Background: an optimization exercise with open tools, aiming at small area and a short achievable clock period. Do not read the settings as production practice.
The RTL was checked by simulation tests, not by an equivalence proof against the original design.
No activity file was given, so power comes from the tool's default toggle rates.

==> flow/design.v (outline; a module is shown in full before it is edited, if it fits) <==
// module aigc_seg: 22 lines
// module approx_inverse_gaussian_cdf: 1604 lines
module approx_inverse_gaussian_cdf #(
    parameter int TABLE_ENTRIES = 16,
    parameter int UNIFORM_BITS  = 32
) (
    input  logic                    i_clk,
    input  logic                    i_rst_n,
    input  logic                    start,
    output logic                    busy,
    input  logic [UNIFORM_BITS-1:0] i_uniform,
    output logic                    o_valid,
    output logic signed [30:0]      o_gaussian
);
  // ...
==> flow/flow/run.sh <==
#!/bin/bash
set -euo pipefail
bash standard.sh SETUP_SLACK_MARGIN="${AIGC_SETUP_MARGIN:-6}" finish > flow_make.log 2>&1
==> flow/standard.sh <==
#!/bin/bash
# synth_recipe.tcl (not shown) runs the flow's synth.tcl, then flattens the netlist and writes it again
# the make line also repeats each setting of config.mk as NAME=value (left out here)
make -C /OpenROAD-flow-scripts/flow DESIGN_CONFIG=/design/flow/config.mk WORK_HOME=/design/flow/orfs CLKGATE_MAP_FILE= SYNTH_SCRIPT=/design/flow/synth_recipe.tcl "${@:-finish}"
==> flow/config.mk <==
export PLATFORM = sky130hd
export DESIGN_NAME = approx_inverse_gaussian_cdf
export DESIGN_NICKNAME = approx_inverse_gaussian_cdf
export VERILOG_FILES = /design/flow/design.v
export SDC_FILE = /design/flow/constraint.sdc
export NUM_CORES = 4
export LEC_CHECK = 0
export CAP_MARGIN = 20
export CORE_MARGIN = 2
export CORE_UTILIZATION = 40
export SLEW_MARGIN = 20
==> flow/constraint.sdc <==
create_clock -name core_clock -period 10.0 [get_ports {i_clk}]
set_input_delay 2.0000 -clock core_clock [delete_from_list [all_inputs] [get_ports {i_clk}]]
set_output_delay 2.0000 -clock core_clock [all_outputs]
set_load 0.01 [all_outputs]
==> flow_summary_export.csv, run 1 <==
group,metric,value,unit
layout,buf_share,0.0434,
synth,synth-seq-cells,303,
global_route,grt.busiest_layer,"met2",
layout,regArea,6100,um2
layout,fin_cells,3756,
timing,worst_slew_pin_slew,1.30,ns
worst_setup_path,reg2reg_from,"c3[15]",
layout,largest_cell_class,"multi-input combinational cells",
clock_network,cts_sinks,303,
run_status,outcome,"complete, no violations",
layout,design_area,29900,um2
global_route,use_met3,0.133,
die,die_area,70300,um2
layout,final_common_cell,"dfxtp_1",
min_path,min_path_type,"reg2reg",
worst_setup_path,worstSetupEndpoint,"q_t92",
layout,seq_share,0.204,
die,io_pins,68,
timing,fin_crit,3.99,ns
worst_setup_path,critPathMaxStageDelay,0.93,ns
layout,fillers,6458,
worst_setup_path,worstPathMaxFanout,10,
worst_setup_path,cp_num_cells,10,
layout,antenna_cells,1,
worst_setup_path,crit_arrival,4.42,ns
timing,fin_crit_sh,0.399,
synth,synthXorXnorAreaFrac,0.112,
synth,synthAdderAreaFrac,0.240,
global_route,grt-ovfl-total,0,
drt,drt_iter0_markers,3863,
clock_network,cts.path.max_buffers,3,
global_route,grt_pass1_wl,167000,um
pwr,p_int,5290,uW
==> module aigc_seg, before the edit <==
module aigc_seg (
    input  logic [31:0] i_u,
    output logic [29:0] o_r,
    output logic [15:1] o_oh
);
    logic [30:0] v;
    logic [30:17] any;    
    assign v = i_u[30:0] ^ {31{i_u[31]}};
    always_comb begin
        any[30] = v[30];
        for (int i = 29; i >= 17; i--) any[i] = any[i+1] | v[i];
    end
    always_comb begin
        o_r[16:0] = i_u[16:0];
        for (int i = 17; i <= 29; i++) o_r[i] = i_u[i] & any[i+1];
    end
    always_comb begin
        o_oh[1] = v[30];
        for (int s = 2; s <= 14; s++) o_oh[s] = v[31-s] & ~any[32-s];
        o_oh[15] = ~any[17];
    end
endmodule
==> run 2: changes to the inputs <==
--- a/flow/design.v
+++ b/flow/design.v
@@ -3,20 +3,26 @@
     output logic [29:0] o_r,
     output logic [15:1] o_oh
 );
-    logic [30:0] v;
-    logic [30:17] any;    
-    assign v = i_u[30:0] ^ {31{i_u[31]}};
+    logic        up;
+    logic [30:17] any0, any1, any;    
+    assign up = i_u[31];
     always_comb begin
-        any[30] = v[30];
-        for (int i = 29; i >= 17; i--) any[i] = any[i+1] | v[i];
+        any0[30] = i_u[30];
+        any1[30] = ~i_u[30];
+        for (int i = 29; i >= 17; i--) begin
+            any0[i] = any0[i+1] | i_u[i];
+            any1[i] = any1[i+1] | ~i_u[i];
+        end
+        any = up ? any1 : any0;
     end
     always_comb begin
         o_r[16:0] = i_u[16:0];
         for (int i = 17; i <= 29; i++) o_r[i] = i_u[i] & any[i+1];
     end
     always_comb begin
-        o_oh[1] = v[30];
-        for (int s = 2; s <= 14; s++) o_oh[s] = v[31-s] & ~any[32-s];
+        o_oh[1] = up ? ~i_u[30] : i_u[30];
+        for (int s = 2; s <= 14; s++)
+            o_oh[s] = up ? (~i_u[31-s] & ~any1[32-s]) : (i_u[31-s] & ~any0[32-s]);
         o_oh[15] = ~any[17];
     end
 endmodule
==> flow/flow/run.sh (replaced) <==
#!/bin/bash
set -euo pipefail
bash standard.sh SETUP_SLACK_MARGIN="${AIGC_SETUP_MARGIN:-6.5}" finish > flow_make.log 2>&1
==> run 2 against run 1 <==
Net effect:
- utilization increased by 1.2 points
- setup slack gained 0.46 ns
- fmax grew 13%
- routed wire length is 2.4% lower
- clock skew is 0.0042 ns higher
- critical path depth up 1
- die area is essentially flat
- synthesized area is essentially flat
- hold slack better by 0.0087 ns
==> flow_summary_export.csv, run 2 <==
group,metric,value,unit
timing,max_freq,283,MHz
clock_network,cts_sinks,303,
worst_setup_path,cp-end-kind,"flop",
synth,ys_seq_area_frac,0.222,
worst_setup_path,cp_common_cell,"fa_1",
timing,hold_viol,0,
die,start_util,0.405,
synth,synth_commonest_cells,"dfxtp_1, fa_1, inv_1",
pwr,p_sw,4640,uW
die,die_w,265,um
worst_setup_path,cp_num_cells,11,
clock_network,root_buffer,"clkbuf_16",
layout,final_nets,3266,
worst_setup_path,critPathMaxStageDelay,0.56,ns
timing,worst_slew_pin_slew,1.02,ns
drt,routed_wl,111000,um
synth,syn_area,27300,um2
global_route,antenna_found_initial,5,
pwr,power.total,9810,uW
worst_setup_path,rrSetupSlack,6.47,ns
run,max-cap-violations,0,
die,core.rowCount,95,
run_status,outcome,"complete, no violations",
worst_setup_path,worstSetupPathType,"reg2reg",
worst_setup_path,crit_family,"adder cells",
drt,antenna_left,0,
die,die_h,265,um
worst_setup_path,reg2reg_depth,11,
clock_network,cts_tree,"done",
synth,synth_top_area_share,0.222,
synth,post_synth_num_cell_types,93,
synth,syn_inst,2974,
worst_setup_path,cp_num_buf_inv,4,
die,core-area,67400,um2
drt,vias,24900,
global_route,first_global_vias,24100,
worst_setup_path,cp-start-kind,"flop",
drt,drt_iter0_markers,3961,
drt,vias_per_cell,6.60,
synth,ys_top_cells_by_area,"dfxtp_1, fa_1, xnor2_1",
worst_setup_path,worstSetupEndpoint,"q_t89",
layout,area_delta_synth_final,12.7,%
pwr,power_frac_seq,0.200,
worst_setup_path,crit_arrival,3.96,ns
layout,antenna_cells,0,
worst_setup_path,reg2reg_to,"q_t89",
layout,drive_gt1_frac,0.129,
timing,fin_crit_sh,0.353,
worst_setup_path,worstSetupStartpoint,"q_c1[12]",
pwr,p_clk_frac,0.137,
timing,skew,0.0262,ns
pwr,power_density,319,nW/um2
worst_setup_path,cp_cell_sequence,"buf_6 -> a22o_1 -> a221oi_2 -> xor2_1 -> fa_1 -> inv_1 -> fa_1 -> inv_1 -> fa_1 -> inv_1 -> fa_1",
pwr,ir_drop,0.183,mV
synth,synth_edf_count,0,
min_path,min_path_type,"reg2reg",
clock_network,htreeDepth,2,
timing,relSlewSlack,0.321,
timing,fin_crit,3.53,ns
clock_network,clk_pin_slew_worst_paths,0.06,ns
global_route,grt-ovfl-total,0,
worst_setup_path,worstPathMaxFanout,30,
synth,synthFlopType,"dfxtp_1",
synth,synth_warnings,2,
worst_setup_path,slowest_stage,"fa_1",
worst_setup_path,required,10.42,ns
layout,fillers,6380,
drt,wire_per_inst,29.6,um
pwr,p_comb_frac,0.663,
clock_network,cts.path.max_buffers,3,
global_route,grt_max_degree,44,
synth,synth_area_per_cell,9.18,um2
timing,holdWs,0.432,ns
drt,post-route-drc-count,0,
pwr,swShare,0.474,
worst_setup_path,reg2reg_from,"q_c1[12]",
placement,hpwl,73700,um
synth,synth-seq-cells,303,
synth,yosysMostFrequentCell,"dfxtp_1",
pwr,p_leak,0.0125,uW
placement,io_buffers,66,
synth,async_flop_share,0,
global_route,track_usage,0.305,
layout,final_common_cell,"fa_1",
global_route,grt_pass1_wl,161000,um
pwr,p_int,5160,uW
synth,syn-num-nets,3370,
min_path,hold_path_depth,1,
die,io_pins,68,
timing,drv_slew,0,
timing,rsz0062_at_grt,"true",
placement,place.gp.congestion,1.02,
timing,fin_tns_setup,0,ns
clock_network,numCtsBuffers,36,
layout,layout_common_cells,"fa_1, inv_1, xnor2_1, dfxtp_1, a22o_1",
drt,dr.pass1.iters,7,
die,die_area,70300,um2
timing,setup_viol,0,
synth,synth.largest_area_cell,"dfxtp_1",
clock_network,clk-insertion-delay-late,0.57,ns
## run 2: changes by cell type in the layout (fill, tap and decap cells not counted), sizes merged, moves of 9 or more
cell and delta:
a21o -12, nor2 +18, nor3 +18, buf +31, xor2 -11, o21ai -9
## run 2: worst reg2reg max path: stages, from the launching register on
cell and delay [ns]:
dfxtp_2 0.31, buf_6 0.21, a22o_1 0.29, a221oi_2 0.21, xor2_1 0.15, fa_1 0.56, inv_1 0.06, fa_1 0.53
inv_1 0.05, fa_1 0.49, inv_1 0.11, fa_1 0.42
## run 2: routing by layer
layer | wire, um | GRT usage | up-vias
met5 | 114 | 0.00624 | -
met4 | 7430 | 0.150 | 10
met3 | 16000 | 0.121 | 526
met2 | 44300 | 0.430 | 1998
met1 | 43600 | 0.403 | 12000
li1 | - | - | 10400
## run 2: repair_timing
| action | CTS | global route |
|---|---|---|
| pin swaps | 9 | 25 |
| gates resized for setup | 162 | 117 |
| endpoints found under the setup margin | 158 | 90 |
| hold buffers | 0 | 0 |
| setup buffers | 11 | 22 |
| gates cloned | 0 | 4 |
## run 2: area by class of cell
class                           count  area, um2  share of cell area
Timing Repair Buffer              175       1740              0.0567
Sequential cell                   303       6160               0.200
Tap cell                          873       1090              0.0355
Clock buffer                       45        996              0.0324
Clock inverter                     19        223             0.00724
Inverter                          273       1060              0.0345
Multi-Input combinational cell   2081      19500               0.633
## run 2: power groups by stage
| stage | sequential [uW] | clock (uW) | combinational (uW) |
|---|---|---|---|
| floorplan | 1910 | 0 | 4370 |
| global placement | 1970 | 0 | 6170 |
| detailed placement | 1980 | 0 | 6280 |
| CTS | 1960 | 1380 | 6320 |
| global route | 2000 | 1430 | 7170 |
| finish | 1960 | 1350 | 6500 |
## run 2: worst min path at each step
stage	start	endpoint	slack (ns)
detailed placement	q_vld[1]	o_valid	0.42
CTS	q_t148	o_gaussian[30]	0.44
floorplan	q_bn0	q_t0	0.33
global placement	q_vld[1]	o_valid	0.41
finish	q_vld[1]	o_valid	0.43
global route	q_t148	o_gaussian[30]	0.45
## run 2: metrics by stage
| step | utilization | cell area [um2] | setup slack (ns) | instances |
|---|---|---|---|---|
| after CTS | 0.446 | 30000 | 6.46 | 3743 |
| after global routing | 0.456 | 30800 | 6.42 | 3769 |
| after floorplan | - | 27300 | 6.38 | 2974 |
| after global placement | 0.421 | 28400 | 4.97 | 3668 |
| final | 0.456 | 30800 | 6.47 | 3769 |
| after detailed placement | 0.421 | 28400 | 4.95 | 3668 |
## run 2: logic make-up after synthesis
kind of cell	count (synthesis)	share of synthesized area
mux	5	0.00188
xor+xnor	340	0.109
other cells	1	0.000137
fa+ha+maj	363	0.240
compound gates	840	0.242
buf+inv	590	0.0829
simple gates	532	0.101
flops	303	0.222
==> run 3: changes to the inputs <==
--- a/flow/config.mk
+++ b/flow/config.mk
@@ -8,4 +8,6 @@
 export CAP_MARGIN = 20
 export CORE_MARGIN = 2
 export CORE_UTILIZATION = 40
+export CTS_CLUSTER_DIAMETER = 120
+export CTS_CLUSTER_SIZE = 20
 export SLEW_MARGIN = 20
==> run 3 against run 2 <==
Net effect:
- sequential cell count is the same
- highest routed layer unchanged
- non-clock buffer count grew 1
- routed wire length shrank 0.29%
- setup slack gained 0.026 ns
- global-route usage shrank 0.20 points
- utilization shrank 1.1 points
- largest power group unchanged
- fmax grew 0.75%
- first-iteration DRC count shrank 2.8%
- die area is the same
- cell count shrank 1.1%
- power shrank 5.9%
- clock skew shrank 0.013 ns
==> flow_summary_export.csv, run 3 <==
group,metric,value,unit
synth,synth_warnings,2,
layout,final_common_cell,"fa_1",
layout,layout_common_cells,"fa_1, inv_1, xnor2_1, dfxtp_1, a22o_1",
timing,fin_crit_sh,0.351,
layout,drive_gt1_frac,0.116,
placement,dp.cells,3668,
worst_setup_path,critPathMaxStageDelay,0.57,ns
synth,async_flop_share,0,
worst_setup_path,required,10.42,ns
synth,synth_commonest_cells,"dfxtp_1, fa_1, inv_1",
global_route,antenna_found_initial,7,
synth,post_synth_num_cell_types,93,
layout,final_nets,3250,
placement,hpwl,73700,um
pwr,ir_drop,0.169,mV
synth,yosysMostFrequentCell,"dfxtp_1",
die,core-area,67400,um2
min_path,hp-start,"q_vld[1]",
worst_setup_path,reg2reg_to,"q_t89",
global_route,first_global_vias,23900,
timing,max_freq,285,MHz
drt,post-route-drc-count,0,
placement,io_buffers,66,
worst_setup_path,slowest_stage,"fa_1",
drt,vias,24800,
timing,relSlewSlack,0.293,
worst_setup_path,rrSetupSlack,6.49,ns
synth,syn_inst,2974,
synth,synth-seq-cells,303,
timing,fin_tns_setup,0,ns
timing,hold_viol,0,
run,max-cap-violations,0,
clock_network,cts.path.max_buffers,3,
placement,placed_area,28400,um2
layout,fin_cells,3728,
clock_network,cts_sinks,303,
clock_network,clk-insertion-delay-late,0.54,ns
timing,rsz0062_at_grt,"true",
global_route,grt_max_degree,44,
global_route,grt_pass1_wl,160000,um
clock_network,numCtsBuffers,19,
clock_network,cts_tree,"done",
synth,syn-num-nets,3370,
clock_network,cts_hold_buf,0,
synth,synth.largest_area_cell,"dfxtp_1",
run_status,outcome,"complete, no violations",
clock_network,htreeDepth,1,
worst_setup_path,reg2reg_from,"q_c1[21]",
timing,drv_slew,0,
die,io_pins,68,
timing,setup_viol,0,
global_route,track_usage,0.303,
layout,design_area,30000,um2
die,start_util,0.405,
min_path,min_path_type,"reg2reg",
pwr,power_density,307,nW/um2
drt,dr.pass1.iters,9,
die,core.rowCount,95,
synth,synth_edf_count,0,
placement,place.gp.congestion,1.02,
drt,vias_per_cell,6.66,
clock_network,root_buffer,"clkbuf_16",
worst_setup_path,reg2reg_depth,11,
clock_network,clk_pin_slew_worst_paths,0.09,ns
pwr,p_leak,0.0121,uW
drt,routed_wl,111000,um
synth,ys_seq_area_frac,0.222,
drt,wire_per_inst,29.8,um
synth,synth_top_area_share,0.222,
synth,syn_area,27300,um2
die,die_h,265,um
timing,fin_crit,3.51,ns
timing,skew,0.0134,ns
die,die_area,70300,um2
worst_setup_path,cp-end-kind,"flop",
synth,synthFlopType,"dfxtp_1",
worst_setup_path,cp_num_buf_inv,4,
worst_setup_path,cp-start-kind,"flop",
worst_setup_path,worstSetupPathType,"reg2reg",
drt,antenna_left,0,
global_route,grt-ovfl-total,0,
synth,synth_area_per_cell,9.18,um2
layout,area_delta_synth_final,9.98,%
worst_setup_path,crit_arrival,3.93,ns
pwr,power.total,9220,uW
worst_setup_path,cp_common_cell,"fa_1",
worst_setup_path,crit_family,"adder cells",
worst_setup_path,worstPathMaxFanout,26,
die,die_w,265,um
drt,drt_iter0_markers,3850,
worst_setup_path,cp_cell_sequence,"buf_6 -> a22o_1 -> a221oi_1 -> xnor2_1 -> fa_1 -> inv_1 -> fa_1 -> inv_1 -> fa_1 -> inv_1 -> fa_1",
timing,worst_slew_pin_slew,1.06,ns
min_path,hold_path_depth,1,
min_path,holdPathEnd,"o_valid",
synth,ys_top_cells_by_area,"dfxtp_1, fa_1, xnor2_1",
==> run 3: cell counts after synthesis <==
Identical to the previous run, type by type.
==> run 3: how the worst max path moves through the flow <==
stage | depth (start not counted) | slack [ns] | end | start
floorplan | 10 | 6.38 | q_c1[2] | i_uniform[31]
global placement | 9 | 4.97 | q_c1[4] | i_uniform[31]
detailed placement | 9 | 4.95 | q_c1[4] | i_uniform[31]
CTS | 10 | 6.47 | q_t92 | q_kz
global route | 11 | 6.40 | q_t89 | q_c1[21]
finish | 11 | 6.49 | q_t89 | q_c1[21]
==> run 3: through the flow <==
stage | worst slack, ns | utilization | hold WS, ns
6_report | 6.49 | 0.445 | 0.426
5_1_grt | 6.40 | 0.445 | 0.452
4_1_cts | 6.47 | 0.435 | 0.432
3_5_place_dp | 4.95 | 0.421 | 0.425
3_3_place_gp | 4.97 | 0.421 | 0.412
2_1_floorplan | 6.38 | - | 0.329
==> run 3: worst register-to-register path: cells and delay by family, from the launching register on <==
family | cells | cell delay [ns]
adders and majority gates | 4 | 1.96
xor gates and xnor gates | 1 | 0.15
DFF | 1 | 0.32
AOI/OAI and AO/OA | 2 | 0.52
buffers and inverters | 4 | 0.43
==> run 3: layout make-up <==
cell class | count | area [um2]
Clock buffer | 19 | 475
Tap cell | 873 | 1090
Multi-Input combinational cell | 2081 | 19500
Timing Repair Buffer | 176 | 1730
Sequential cell | 303 | 6160
Fill cell | 6459 | 37400
Antenna cell | 1 | 2.50
Inverter | 273 | 1060
Clock inverter | 2 | 20.0
==> run 3: routing by layer <==
| metal | track usage | routed length (um) |
|---|---|---|
| met1 | 0.405 | 43600 |
| met2 | 0.430 | 44400 |
| met3 | 0.115 | 16000 |
| met4 | 0.139 | 7050 |
| met5 | 0.00139 | 42 |
==> run 3: power by group <==
part	switching, uW	internal [uW]
Combinational	3860	2660
Clock	413	344
Sequential	265	1690
==> run 3: logic make-up after synthesis <==
| kind of cell | count (synthesis) | synth area share |
|---|---|---|
| other | 1 | 0.000137 |
| buffers and inverters | 590 | 0.0829 |
| muxes | 5 | 0.00188 |
| AOI/OAI and AO/OA | 840 | 0.242 |
| adders and majority gates | 363 | 0.240 |
| xor gates and xnor gates | 340 | 0.109 |
| and+or+nand+nor | 532 | 0.101 |
| DFF | 303 | 0.222 |
==> run 3: timing repair <==
item / CTS / global route
cloned: 0 / 3
pin swaps: 8 / 22
resized for setup: 158 / 119
buffers inserted: 12 / 23
endpoints found under the setup margin: 158 / 92
==> run 4: changes to the inputs <==
--- a/flow/config.mk
+++ b/flow/config.mk
@@ -7,7 +7,7 @@
 export LEC_CHECK = 0
 export CAP_MARGIN = 20
 export CORE_MARGIN = 2
-export CORE_UTILIZATION = 40
+export CORE_UTILIZATION = 55
 export CTS_CLUSTER_DIAMETER = 120
 export CTS_CLUSTER_SIZE = 20
 export SLEW_MARGIN = 20
==> run 4 against run 3 <==
Net effect:
- still clean
- synthesized area is the same
- cell count shrank 5.9%
- utilization grew 17 points
- sequential share of layout area grew 0.093 points
- hold slack gained 0.012 ns
- critical endpoint is now q_t77
==> flow_summary_export.csv, run 4 <==
group,metric,value,unit
timing,fin_tns_setup,0,ns
die,core.rowCount,81,
timing,rsz0062_at_grt,"true",
layout,final_util,0.611,
global_route,grt_max_degree,44,
drt,drt_iter0_markers,3699,
die,die_h,227,um
die,core-area,49000,um2
global_route,antenna_found_initial,0,
worst_setup_path,cp-end-kind,"flop",
worst_setup_path,slowest_stage,"dfxtp_1",
synth,synth_area_per_cell,9.18,um2
worst_setup_path,cp_cell_sequence,"a22o_1 -> a221oi_1 -> xnor2_1 -> fa_1 -> inv_1 -> fa_1 -> inv_1 -> fa_1",
clock_network,cts.path.max_buffers,3,
drt,antenna_left,0,
timing,holdWs,0.438,ns
layout,final_nets,3240,
synth,yosysMostFrequentCell,"dfxtp_1",
drt,routed_wl,102000,um
global_route,gr-usage-met1,0.511,
synth,async_flop_share,0,
clock_network,cts_sinks,303,
timing,worst_slew_pin_slew,1.07,ns
synth,ys_seq_area_frac,0.222,
timing,max_freq,281,MHz
global_route,use_met3,0.131,
worst_setup_path,worstSetupPathType,"reg2reg",
placement,placed_area,28100,um2
synth,synth.largest_area_cell,"dfxtp_1",
worst_setup_path,required,10.41,ns
worst_setup_path,cp_common_cell,"fa_1",
pwr,p_leak,0.0122,uW
synth,syn-num-nets,3370,
global_route,grt-ovfl-total,0,
global_route,grt_pass1_wl,151000,um
min_path,min_path_type,"reg2reg",
drt,vias,24700,
drt,vias_per_cell,7.04,
drt,post-route-drc-count,0,
timing,skew,0.0157,ns
synth,synth_warnings,2,
worst_setup_path,cp-start-kind,"flop",
clock_network,clk_pin_slew_worst_paths,0.08,ns
global_route,grt_use_met2,0.570,
worst_setup_path,critPathMaxStageDelay,1.03,ns
pwr,power_density,309,nW/um2
die,die_area,51400,um2
clock_network,htreeDepth,1,
die,start_util,0.557,
worst_setup_path,crit_arrival,3.97,ns
clock_network,numCtsBuffers,19,
drt,wire_per_inst,29.1,um
synth,ys_top_cells_by_area,"dfxtp_1, fa_1, xnor2_1",
layout,area_delta_synth_final,9.53,%
placement,place.gp.congestion,0.944,
global_route,grt.busiest_layer,"met2",
run_status,outcome,"complete, no violations",
placement,io_buffers,66,
synth,synth_edf_count,0,
synth,synth_top_area_share,0.222,
global_route,first_global_vias,24100,
layout,final_common_cell,"inv_1",
synth,syn_area,27300,um2
clock_network,root_buffer,"clkbuf_16",
synth,synth_commonest_cells,"dfxtp_1, fa_1, inv_1",
die,die_w,227,um
timing,drv_slew,0,
timing,setup_viol,0,
run,max-cap-violations,0,
layout,layout_common_cells,"inv_1, dfxtp_1, xnor2_1, fa_1, a22o_1",
global_route,track_usage,0.390,
placement,hpwl,68700,um
timing,fin_crit,3.56,ns
die,io_pins,68,
timing,relSlewSlack,0.286,
synth,syn_inst,2974,
layout,design_area,29900,um2
timing,hold_viol,0,
clock_network,clk-insertion-delay-late,0.54,ns
synth,post_synth_num_cell_types,93,
clock_network,cts_tree,"done",
layout,drive_gt1_frac,0.116,
synth,synth-seq-cells,303,
timing,fin_crit_sh,0.356,
drt,dr.pass1.iters,10,
pwr,ir_drop,0.203,mV
layout,antenna_cells,0,
worst_setup_path,worstPathMaxFanout,10,
synth,synthFlopType,"dfxtp_1",
[run 4: cell counts after synthesis]
No cell type changed its count.
[run 4: area by class of cell]
type	count	area (um2)
clock inverter	2	25.0
fill	4246	19100
sequential	303	6160
clock buffer	19	475
inverter	273	1060
tap	664	831
multi-input combinational	2081	19600
timing repair buffer	166	1760
[run 4: repair_timing]
action                     4_1_cts  5_1_grt
pin swaps                       12       42
resized for setup              154      163
hold buffers                     0        0
cloned                           0        4
setup buffers                   14       16
setup endpoints to repair      160       90
[run 4: through the flow]
| step | worst slack [ns] | std cells | power (uW) |
|---|---|---|---|
| 3_5_place_dp | 4.93 | 3453 | 8210 |
| 5_1_grt | 6.42 | 3508 | 10000 |
| 3_3_place_gp | 4.97 | 3453 | 8030 |
| 6_report | 6.44 | 3508 | 9240 |
| 2_1_floorplan | 6.38 | 2974 | 6280 |
| 4_1_cts | 6.50 | 3488 | 9010 |
[run 4: final timing paths]
check	start	end	slack, ns	depth (start not counted)
hold / removal	q_vld[0]	q_vld[1]	0.44	1
setup reg to reg	c3[5]	q_t77	6.44	8
hold reg to reg	q_vld[0]	q_vld[1]	0.44	1
setup / recovery	c3[5]	q_t77	6.44	8
[run 4: per-layer routing]
metal / routed length (um) / vias up / share of wire
met3: 14400 / 517 / 0.14
li1: - / 10300 / -
met2: 41900 / 1949 / 0.41
met4: 6790 / 0 / 0.066
met1: 39000 / 11900 / 0.38
met5: 0 / - / 0
[run 4: worst max-delay path, delay by kind of cell, from the launching register on]
family                   cells  cell delay, ns
AO/OA/AOI/OAI                2            0.33
XOR/XNOR                     1            0.19
adder cells (fa/ha/maj)      3            1.71
buffers and inverters        2            0.16
flip-flops                   1            1.03
[run 4: cells by family (layout without fill, tap and decap cells)]
kind of cell,after synthesis,after routing,share of synthesized area
compound gates,840,840,0.242
buf+inv,590,460,0.0829
simple gates,532,532,0.101
fa+ha+maj,363,363,0.240
xor+xnor,340,340,0.109
flops,303,303,0.222
mux,5,5,0.00188
other cells,1,1,0.000137
[run 4: power breakdown]
part | total, uW | internal [uW] | switching, uW
Sequential | 1950 | 1690 | 267
Clock | 764 | 344 | 420
Combinational | 6520 | 2700 | 3830
Total | 9240 | 4730 | 4520
==> run 5: changes to the inputs <==
==> flow/flow/run.sh (replaced) <==
#!/bin/bash
set -euo pipefail
bash standard.sh SETUP_SLACK_MARGIN="${AIGC_SETUP_MARGIN:-6.8}" finish > flow_make.log 2>&1
--- a/flow/config.mk
+++ b/flow/config.mk
@@ -7,7 +7,7 @@
 export LEC_CHECK = 0
 export CAP_MARGIN = 20
 export CORE_MARGIN = 2
-export CORE_UTILIZATION = 55
+export CORE_UTILIZATION = 40
 export CTS_CLUSTER_DIAMETER = 120
 export CTS_CLUSTER_SIZE = 20
 export SLEW_MARGIN = 20
==> run 5 against run 4 <==
Net effect:
- via count is 6.6% higher
- setup slack gained 0.16 ns
- final area rose by 14%
- highest routed layer is now met5
- sequential share of layout area down 2.2 points
- critical path type unchanged
- utilization shrank 11 points
- critical path depth is 2 higher
- synthesized cell count unchanged
- die area is 37% higher
- still clean on timing, DRC and antenna
==> flow_summary_export.csv, run 5 <==
group,metric,value,unit
timing,max_freq,294,MHz
synth,synthAdderAreaFrac,0.240,
global_route,antenna_found_initial,3,
synth,syn-num-nets,3370,
drt,dr.pass1.iters,11,
synth,synth_commonest_cells,"dfxtp_1, fa_1, inv_1",
clock_network,root_buffer,"clkbuf_16",
global_route,track_usage,0.331,
run_status,outcome,"complete, no violations",
synth,ys_seq_area_frac,0.222,
clock_network,cts_hold_buf,0,
synth,synthXorXnorAreaFrac,0.109,
pwr,p_sw,4880,uW
synth,synthMuxAreaShare,0.00188,
die,io_pins,68,
drt,routed_wl,122000,um
timing,setup_viol,0,
layout,final_common_cell,"xnor2_1",
timing,hold_viol,0,
layout,area_delta_synth_final,24.8,%
placement,dp.cells,3667,
synth,post_synth_num_cell_types,93,
synth,synth_top_family_by_area,"compound AO/OA/AOI/OAI gates",
pwr,swShare,0.491,
pwr,p_int,5050,uW
placement,place.gp.congestion,1.00,
synth,synth-seq-cells,303,
die,die_w,265,um
synth,synth_top_area_share,0.222,
drt,drt_iter0_markers,4464,
clock_network,clk_pin_slew_worst_paths,0.08,ns
clock_network,cts_sinks,303,
synth,syn_inst,2974,
timing,relSlewSlack,0.312,
synth,synth_area_per_cell,9.18,um2
synth,synth_edf_count,0,
worst_setup_path,worstPathMaxFanout,30,
synth,synth_warnings,2,
placement,hpwl,74300,um
clock_network,cts_tree,"done",
timing,fin_crit,3.40,ns
timing,rsz0062_at_grt,"true",
global_route,grt-ovfl-total,0,
drt,antenna_left,0,
run,max-cap-violations,0,
layout,fillers,6034,
pwr,p_comb_frac,0.727,
timing,fin_tns_setup,0,ns
global_route,grt_max_degree,41,
synth,yosys.area_share.simple,0.101,
worst_setup_path,required,10.43,ns
layout,layout_common_cells,"xnor2_1, a22o_1, inv_1, dfxtp_1, fa_1",
synth,synth.largest_area_cell,"dfxtp_1",
layout,drive_gt1_frac,0.264,
timing,skew,0.0171,ns
worst_setup_path,worstSetupPathType,"reg2reg",
pwr,power_frac_seq,0.196,
drt,post-route-drc-count,0,
drt,vias_per_cell,6.75,
die,die_h,265,um
die,core-area,67400,um2
global_route,first_global_vias,25300,
clock_network,htreeDepth,1,
worst_setup_path,cp-start-kind,"flop",
pwr,ir_drop,0.260,mV
layout,final_nets,3422,
clock_network,cts.path.max_buffers,3,
drt,vias,26300,
synth,yosysMostFrequentCell,"dfxtp_1",
pwr,power_density,292,nW/um2
layout,fin_cells,3901,
synth,synth-compound-area-share,0.242,
synth,syn_area,27300,um2
min_path,min_path_type,"reg2reg",
drt,wire_per_inst,31.3,um
clock_network,numCtsBuffers,19,
synth,synthFlopType,"dfxtp_1",
synth,ys_top_cells_by_area,"dfxtp_1, fa_1, xnor2_1",
pwr,p_clk_frac,0.077,
timing,worst_slew_pin_slew,1.03,ns
die,start_util,0.405,
synth,async_flop_share,0,
timing,fin_crit_sh,0.340,
die,die_area,70300,um2
placement,io_buffers,66,
timing,drv_slew,0,
worst_setup_path,crit_arrival,3.83,ns
worst_setup_path,cp-end-kind,"flop",
die,core.rowCount,95,
clock_network,clk-insertion-delay-late,0.54,ns
pwr,p_leak,0.0139,uW
global_route,grt_pass1_wl,173000,um
-- run 5: cell counts after synthesis --
Identical to the previous run, type by type.
-- run 5: cell type report --
cell class,instances,area (um2),area share
multi-input combinational,2081,20900,0.613
sequential,303,6270,0.184
timing repair buffer,348,4240,0.125
tap,873,1090,0.0321
inverter,273,1080,0.0316
clock buffer,19,475,0.0140
clock inverter,2,23.8,0.000698
antenna,2,5.00,0.000147
-- run 5: critical path, stage by stage (launching register included) --
cell,delay [ns]
dfxtp_1,0.31
buf_4,0.45
a221oi_2,0.13
xnor2_1,0.18
fa_1,0.60
inv_2,0.07
fa_2,0.62
inv_2,0.06
fa_2,0.34
inv_2,0.06
fa_2,0.41
-- run 5: cell families (layout without fill, tap and decap cells) --
family                   Yosys count  count (layout)
multiplexers                       5               5
flip-flops                       303             303
adder cells (fa/ha/maj)          363             363
buffers and inverters            590             642
AO/OA/AOI/OAI                    840             840
AND/OR/NAND/NOR                  532             532
other                              1               3
XOR/XNOR                         340             340
-- run 5: what timing repair did --
item | CTS | global route
pin swaps | 154 | 170
resized for setup | 543 | 240
endpoints found under the setup margin | 243 | 149
gates cloned | 24 | 6
setup buffers | 120 | 61
-- run 5: through the flow --
step / area, um2 / hold slack [ns] / setup WS (ns) / utilization / total power, uW
after floorplan: 27800 / 0.329 / 6.38 / - / 6300
after global placement: 28600 / 0.409 / 5.04 / 0.425 / 8200
after detailed placement: 28600 / 0.420 / 4.99 / 0.425 / 8340
after CTS: 32500 / 0.441 / 6.56 / 0.482 / 9410
after global routing: 34100 / 0.465 / 6.55 / 0.505 / 10700
final: 34100 / 0.435 / 6.60 / 0.505 / 9930
-- run 5: final timing paths --
kind	from	endpoint	slack, ns	cells after the start
max	q_bo2	q_t89	6.60	10
min reg2reg	q_vld[1]	o_valid	0.44	1
max reg2reg	q_bo2	q_t89	6.60	10
min	q_vld[1]	o_valid	0.44	1
-- run 5: routing by layer --
metal | share of wire | up-vias | GRT usage | wire length [um]
met1 | 0.38 | 12800 | 0.430 | 47000
li1 | - | 10700 | - | -
met5 | 0.0014 | - | 0 | 166
met2 | 0.39 | 2222 | 0.460 | 47900
met3 | 0.15 | 622 | 0.143 | 18100
met4 | 0.074 | 6 | 0.182 | 9030
-- run 5: power by group through the flow --
stage | sequential [uW] | combinational (uW) | clock [uW]
6_report | 1950 | 7220 | 763
5_1_grt | 1990 | 7860 | 825
4_1_cts | 1940 | 6690 | 785
3_5_place_dp | 1990 | 6350 | 0
3_3_place_gp | 1970 | 6230 | 0
2_1_floorplan | 1910 | 4400 | 0
==> run 6: changes to the inputs <==
==> flow/flow/run.sh (replaced) <==
#!/bin/bash
set -euo pipefail
bash standard.sh SETUP_SLACK_MARGIN="${AIGC_SETUP_MARGIN:-6.4}" finish > flow_make.log 2>&1
==> run 6 against run 5 <==
Net effect:
- still clean
- combinational power down about 10%
- count of clock-buffer cells in the layout unchanged
- fmax down 6.7%
- sequential power about the same
- critical path depth up 1
- first-iteration DRC count down 20%
- hold slack worse by 0.012 ns
- routed wire length down 10%
- power down 7.4%
- utilization down 6.4 points
- global-route usage down 2.9 points
- critical path type unchanged
- synthesized cell count unchanged
==> flow_summary_export.csv, run 6 <==
group,metric,value,unit
drt,antenna_left,0,
synth,synth_edf_count,0,
timing,setup_viol,0,
die,die_w,265,um
global_route,grt.busiest_layer,"met2",
worst_setup_path,crit_arrival,4.03,ns
clock_network,cts.path.max_buffers,3,
drt,routed_wl,110000,um
placement,hpwl,73800,um
global_route,grt-ovfl-total,0,
timing,worst_slew_pin_slew,1.23,ns
placement,io_buffers,66,
pwr,p_clk_frac,0.082,
synth,post_synth_num_cell_types,93,
synth,async_flop_share,0,
layout,layout_common_cells,"inv_1, xnor2_1, fa_1, dfxtp_1, a22o_1",
pwr,power_frac_seq,0.215,
worst_setup_path,cp-end-kind,"flop",
synth,synth_top_area_share,0.222,
run_status,outcome,"complete, no violations",
clock_network,clk_pin_slew_worst_paths,0.09,ns
timing,skew,0.0401,ns
timing,drv_slew,0,
pwr,ir_drop,0.199,mV
worst_setup_path,required,10.39,ns
pwr,p_sw,4500,uW
pwr,p_int,4690,uW
placement,place.gp.congestion,0.982,
layout,area_delta_synth_final,8.91,%
layout,design_area,29700,um2
synth,syn-num-nets,3370,
clock_network,clk-insertion-delay-late,0.55,ns
layout,final_nets,3242,
drt,drt_iter0_markers,3562,
timing,fin_crit,3.64,ns
die,core-area,67400,um2
global_route,first_global_vias,23700,
global_route,grt_use_met2,0.432,
drt,vias,24500,
global_route,grt_pass1_wl,160000,um
clock_network,htreeDepth,1,
clock_network,cts_sinks,303,
global_route,track_usage,0.302,
timing,holdWs,0.423,ns
global_route,antenna_found_initial,6,
global_route,grt_max_degree,44,
clock_network,numCtsBuffers,19,
pwr,p_leak,0.0120,uW
pwr,p_comb_frac,0.703,
global_route,gr-usage-met1,0.403,
die,die_h,265,um
run,max-cap-violations,0,
synth,ys_top_cells_by_area,"dfxtp_1, fa_1, xnor2_1",
synth,synth_warnings,2,
synth,synth-seq-cells,303,
timing,fin_crit_sh,0.364,
die,die_area,70300,um2
synth,yosysMostFrequentCell,"dfxtp_1",
layout,fillers,6392,
synth,syn_inst,2974,
synth,synth_area_per_cell,9.18,um2
die,io_pins,68,
drt,wire_per_inst,29.5,um
drt,vias_per_cell,6.58,
clock_network,cts_tree,"done",
clock_network,root_buffer,"clkbuf_16",
worst_setup_path,worstPathMaxFanout,21,
layout,final_common_cell,"inv_1",
worst_setup_path,worstSetupPathType,"reg2reg",
placement,placed_area,28400,um2
layout,drive_gt1_frac,0.103,
min_path,min_path_type,"reg2reg",
die,start_util,0.405,
synth,ys_seq_area_frac,0.222,
pwr,swShare,0.490,
clock_network,cts_hold_buf,0,
global_route,use_met3,0.115,
synth,synth_commonest_cells,"dfxtp_1, fa_1, inv_1",
timing,hold_viol,0,
worst_setup_path,cp-start-kind,"flop",
drt,dr.pass1.iters,8,
timing,relSlewSlack,0.179,
synth,syn_area,27300,um2
synth,synth.largest_area_cell,"dfxtp_1",
drt,post-route-drc-count,0,
die,core.rowCount,95,
pwr,power_density,309,nW/um2
timing,max_freq,275,MHz
timing,fin_tns_setup,0,ns
timing,rsz0062_at_grt,"true",
synth,synthFlopType,"dfxtp_1",
-- run 6: cell counts after synthesis --
Identical to the previous run, type by type.
-- run 6: stage by stage --
| stage | total power, uW | util | cells | setup slack, ns |
|---|---|---|---|---|
| after global routing | 9960 | 0.441 | 3720 | 6.30 |
| after floorplan | 6280 | - | 2974 | 6.38 |
| after global placement | 8140 | 0.421 | 3666 | 5.06 |
| final | 9200 | 0.441 | 3722 | 6.36 |
| after detailed placement | 8260 | 0.421 | 3666 | 5.00 |
| after CTS | 9050 | 0.432 | 3697 | 6.33 |
-- run 6: per-layer routing --
metal  wire length [um]  vias up
met5                149        -
met4               6430       10
met3              15200      433
met2              44000     1928
met1              44000    11800
li1                   -    10300
-- run 6: power by group through the flow --
stage          sequential [uW]  clock [uW]  combinational, uW
2_1_floorplan             1910           0               4370
3_3_place_gp              1990           0               6160
3_5_place_dp              2000           0               6260
4_1_cts                   1980         780               6290
5_1_grt                   2010         818               7120
6_report                  1970         753               6470
-- run 6: logic make-up (layout without fill, tap and decap cells) --
logic type      Yosys count  after routing  synth area share
compound gates          840            841             0.242
xor+xnor                340            340             0.109
fa+ha+maj               363            363             0.240
buf+inv                 590            461            0.0829
flops                   303            303             0.222
mux                       5              5           0.00188
other cells               1              4          0.000137
simple gates            532            532             0.101
-- run 6: path summary, 6_finish.rpt --
path | from | to | slack [ns] | cells past startpoint
worst max-delay path | q_c1[10] | q_t92 | 6.36 | 11
worst min-delay path | q_vld[1] | o_valid | 0.42 | 1
worst min register to register | q_vld[1] | o_valid | 0.42 | 1
worst max register to register | q_c1[10] | q_t92 | 6.36 | 11
-- run 6: worst max-delay path, cell delays in order (launching register included) --
cell and delay (ns):
dfxtp_4 0.41, buf_6 0.19, a22o_1 0.23, a221oi_2 0.19, xor2_1 0.13, fa_2 0.71, inv_1 0.10, fa_1 0.53
inv_1 0.06, fa_1 0.42, inv_1 0.09, fa_1 0.42
-- run 6: final cells by class --
cell class / instances / area (um2) / area share
diodes: 3 / 7.51 / 0.000253
clock buffers: 19 / 475 / 0.0160
clock inverters: 2 / 21.3 / 0.000716
inverters: 273 / 1060 / 0.0356
multi-input cells: 2082 / 19300 / 0.650
flip-flops and latches: 303 / 6150 / 0.207
well taps: 873 / 1090 / 0.0368
repair buffers: 167 / 1600 / 0.0538
-- run 6: repair_timing --
| action | 4_1_cts | 5_1_grt |
|---|---|---|
| cloned | 0 | 1 |
| pin swaps | 7 | 22 |
| endpoints found under the setup margin | 150 | 69 |
| gates resized for setup | 105 | 115 |
| setup buffers | 10 | 21 |
==> run 7: changes to the inputs <==
==> flow/flow/run.sh (replaced) <==
#!/bin/bash
set -euo pipefail
bash standard.sh SETUP_SLACK_MARGIN="${AIGC_SETUP_MARGIN:-6.6}" finish > flow_make.log 2>&1
==> run 7 against run 6 <==
Net effect:
- non-clock buffer count increased by 60
- highest routed layer unchanged
- hold slack improved by 0.0069 ns
- largest power group unchanged
- fmax increased by 5.5%
- count of clock-buffer cells in the layout unchanged
- utilization increased by 2.6 points
==> flow_summary_export.csv, run 7 <==
group,metric,value,unit
worst_setup_path,required,10.44,ns
worst_setup_path,worstPathMaxFanout,30,
synth,synth.largest_area_cell,"dfxtp_1",
global_route,grt_max_degree,41,
min_path,hp-start,"q_t148",
clock_network,clk_pin_slew_worst_paths,0.08,ns
synth,ys_seq_area_frac,0.222,
die,die_h,265,um
worst_setup_path,rrSetupSlack,6.55,ns
worst_setup_path,reg2reg_depth,9,
pwr,ir_drop,0.198,mV
timing,fin_crit,3.45,ns
pwr,p_leak,0.0128,uW
die,die_area,70300,um2
synth,synth_edf_count,0,
synth,synth-seq-cells,303,
drt,wire_per_inst,30.7,um
pwr,p_comb_frac,0.706,
global_route,first_global_vias,24500,
die,die_w,265,um
pwr,p_sw,4600,uW
synth,syn_area,27300,um2
die,core-area,67400,um2
timing,fin_tns_setup,0,ns
clock_network,cts.path.max_buffers,3,
synth,synth_area_per_cell,9.18,um2
clock_network,numCtsBuffers,19,
synth,async_flop_share,0,
timing,setup_viol,0,
pwr,swShare,0.491,
timing,fin_crit_sh,0.345,
layout,drive_gt1_frac,0.160,
synth,syn_inst,2974,
synth,synthFlopType,"dfxtp_1",
timing,worst_slew_pin_slew,1.03,ns
global_route,grt-ovfl-total,0,
pwr,power_density,298,nW/um2
layout,antenna_cells,0,
timing,drv_slew,0,
min_path,holdPathEnd,"o_gaussian[30]",
worst_setup_path,worstSetupPathType,"reg2reg",
worst_setup_path,cp-end-kind,"flop",
layout,design_area,31500,um2
placement,io_buffers,66,
synth,yosysMostFrequentCell,"dfxtp_1",
clock_network,cts_sinks,303,
synth,synth_top_area_share,0.222,
worst_setup_path,reg2reg_from,"q_bo5",
clock_network,root_buffer,"clkbuf_16",
synth,post_synth_num_cell_types,93,
synth,synth_commonest_cells,"dfxtp_1, fa_1, inv_1",
synth,ys_top_cells_by_area,"dfxtp_1, fa_1, xnor2_1",
global_route,grt_pass1_wl,165000,um
drt,antenna_left,0,
run_status,outcome,"complete, no violations",
die,io_pins,68,
die,start_util,0.405,
pwr,p_int,4770,uW
timing,hold_viol,0,
drt,vias_per_cell,6.74,
clock_network,clk-insertion-delay-late,0.58,ns
pwr,power.total,9370,uW
drt,routed_wl,116000,um
placement,place.gp.congestion,0.993,
die,core.rowCount,95,
timing,max_freq,290,MHz
layout,area_delta_synth_final,15.3,%
drt,drt_iter0_markers,4208,
pwr,power_frac_seq,0.209,
layout,layout_common_cells,"xnor2_1, inv_1, fa_1, a22o_1, dfxtp_1",
timing,relSlewSlack,0.298,
global_route,antenna_found_initial,9,
placement,hpwl,73100,um
run,max-cap-violations,0,
layout,final_common_cell,"xnor2_1",
clock_network,cts_tree,"done",
timing,rsz0062_at_grt,"true",
timing,skew,0.0294,ns
worst_setup_path,crit_arrival,3.89,ns
global_route,track_usage,0.314,
pwr,p_clk_frac,0.085,
min_path,min_path_type,"reg2reg",
clock_network,htreeDepth,1,
worst_setup_path,cp-start-kind,"flop",
drt,post-route-drc-count,0,
drt,dr.pass1.iters,12,
drt,vias,25500,
synth,syn-num-nets,3370,
layout,final_nets,3301,
placement,placed_area,28400,um2
synth,synth_warnings,2,
min_path,hold_path_depth,1,
worst_setup_path,reg2reg_to,"q_t92",
==> run 7: layout make-up <==
type | instances | area (um2)
Fill cell | 6330 | 35900
Multi-Input combinational cell | 2081 | 19800
Sequential cell | 303 | 6230
Timing Repair Buffer | 227 | 2720
Tap cell | 873 | 1090
Inverter | 273 | 1070
Clock buffer | 19 | 475
Clock inverter | 5 | 58.8
==> run 7: worst max path at each step <==
stage / endpoint / cells after the start / slack, ns / startpoint
finish: q_t92 / 9 / 6.55 / q_bo5
global route: o_gaussian[24] / 10 / 6.45 / q_t2
CTS: o_gaussian[24] / 10 / 6.57 / q_t2
detailed placement: q_c1[4] / 9 / 4.93 / i_uniform[31]
global placement: c3[16] / 9 / 4.96 / i_uniform[31]
floorplan: q_c1[2] / 10 / 6.38 / i_uniform[31]
==> run 7: kinds of logic (layout without fill, tap and decap cells) <==
kind of cell,Yosys count,after routing,synth area share
adders and majority gates,363,363,0.240
xor gates and xnor gates,340,340,0.109
other,1,1,0.000137
buffers and inverters,590,524,0.0829
AOI/OAI and AO/OA,840,840,0.242
and+or+nand+nor,532,532,0.101
DFF,303,303,0.222
muxes,5,5,0.00188
==> run 7: through the flow <==
stage | util | setup WS (ns) | cells | hold slack [ns]
finish | 0.467 | 6.55 | 3781 | 0.430
global route | 0.467 | 6.45 | 3781 | 0.446
floorplan | - | 6.38 | 2974 | 0.329
global placement | 0.422 | 4.96 | 3668 | 0.412
CTS | 0.450 | 6.57 | 3731 | 0.434
detailed placement | 0.422 | 4.93 | 3668 | 0.427
==> run 7: what timing repair did <==
action,CTS,global route
gates cloned,8,8
endpoints found under the setup margin,201,88
buffers inserted,31,42
hold buffers,0,0
pin swaps,19,59
resized for setup,314,160
==> run 7: power groups by stage <==
stage	logic, uW	clock network [uW]	registers, uW
2_1_floorplan	4370	0	1910
3_3_place_gp	6150	0	1980
3_5_place_dp	6240	0	1990
4_1_cts	6340	824	1950
5_1_grt	7240	867	2000
6_report	6610	800	1960
==> run 7: critical path: stages (launching register included) <==
cell and delay [ns]:
dfxtp_4 0.80, a221oi_2 0.17, xor2_1 0.21, fa_2 0.69, inv_2 0.06, fa_1 0.53
inv_1 0.05, fa_2 0.33, inv_2 0.07, fa_1 0.40
==> run 7: per-layer routing <==
metal  part of all wire  vias up  wire length [um]  track usage
met5             0.0022        -               259      0.00970
met4              0.068       20              7920        0.164
met3               0.15      624             17900        0.137
met2               0.39     2160             44900        0.431
met1               0.39    12200             45000        0.413
li1                   -    10500                 -            -

separate check: timing with driven ports:
How much do the figures lean on ideal ports? The routed layouts below were timed once more, with nothing changed but the port constraints.
Step 1 (the two cells are an assumption about what drives the block):
set clk [get_ports {i_clk}]
set_driving_cell -lib_cell sky130_fd_sc_hd__clkbuf_16 $clk
set_driving_cell -lib_cell sky130_fd_sc_hd__buf_2 [delete_from_list [all_inputs] $clk]
Step 2 moves the port delays by t, midway between the first and last clock arrival at a register: inputs arrive t later, outputs are due t later. That takes back most of the time a late clock gives input paths.
a / b / c = no drivers / after step 1 / after step 2; a / b = the first two.
| run | shift t [ns] | slack for setup (ns) | worst setup path after step 2 | worst data-port slew with drivers (ns) |
|---|---|---|---|---|
| run 1 | 0.612 | 6.008 / 6.008 / 5.523 | input to register | 0.04 |
| run 2 | 0.621 | 6.467 / 6.467 / 5.969 | input to register | 0.04 |
| run 3 | 0.598 | 6.493 / 6.493 / 5.981 | input to register | 0.04 |
| run 4 | 0.593 | 6.445 / 6.445 / 5.935 | input to register | 0.04 |
| run 5 | 0.603 | 6.603 / 6.603 / 6.010 | input to register | 0.10 |
| run 6 | 0.587 | 6.359 / 6.359 / 5.892 | input to register | 0.05 |
| run 7 | 0.628 | 6.550 / 6.550 / 5.957 | input to register | 0.13 |
After both steps every run listed still meets setup and hold.
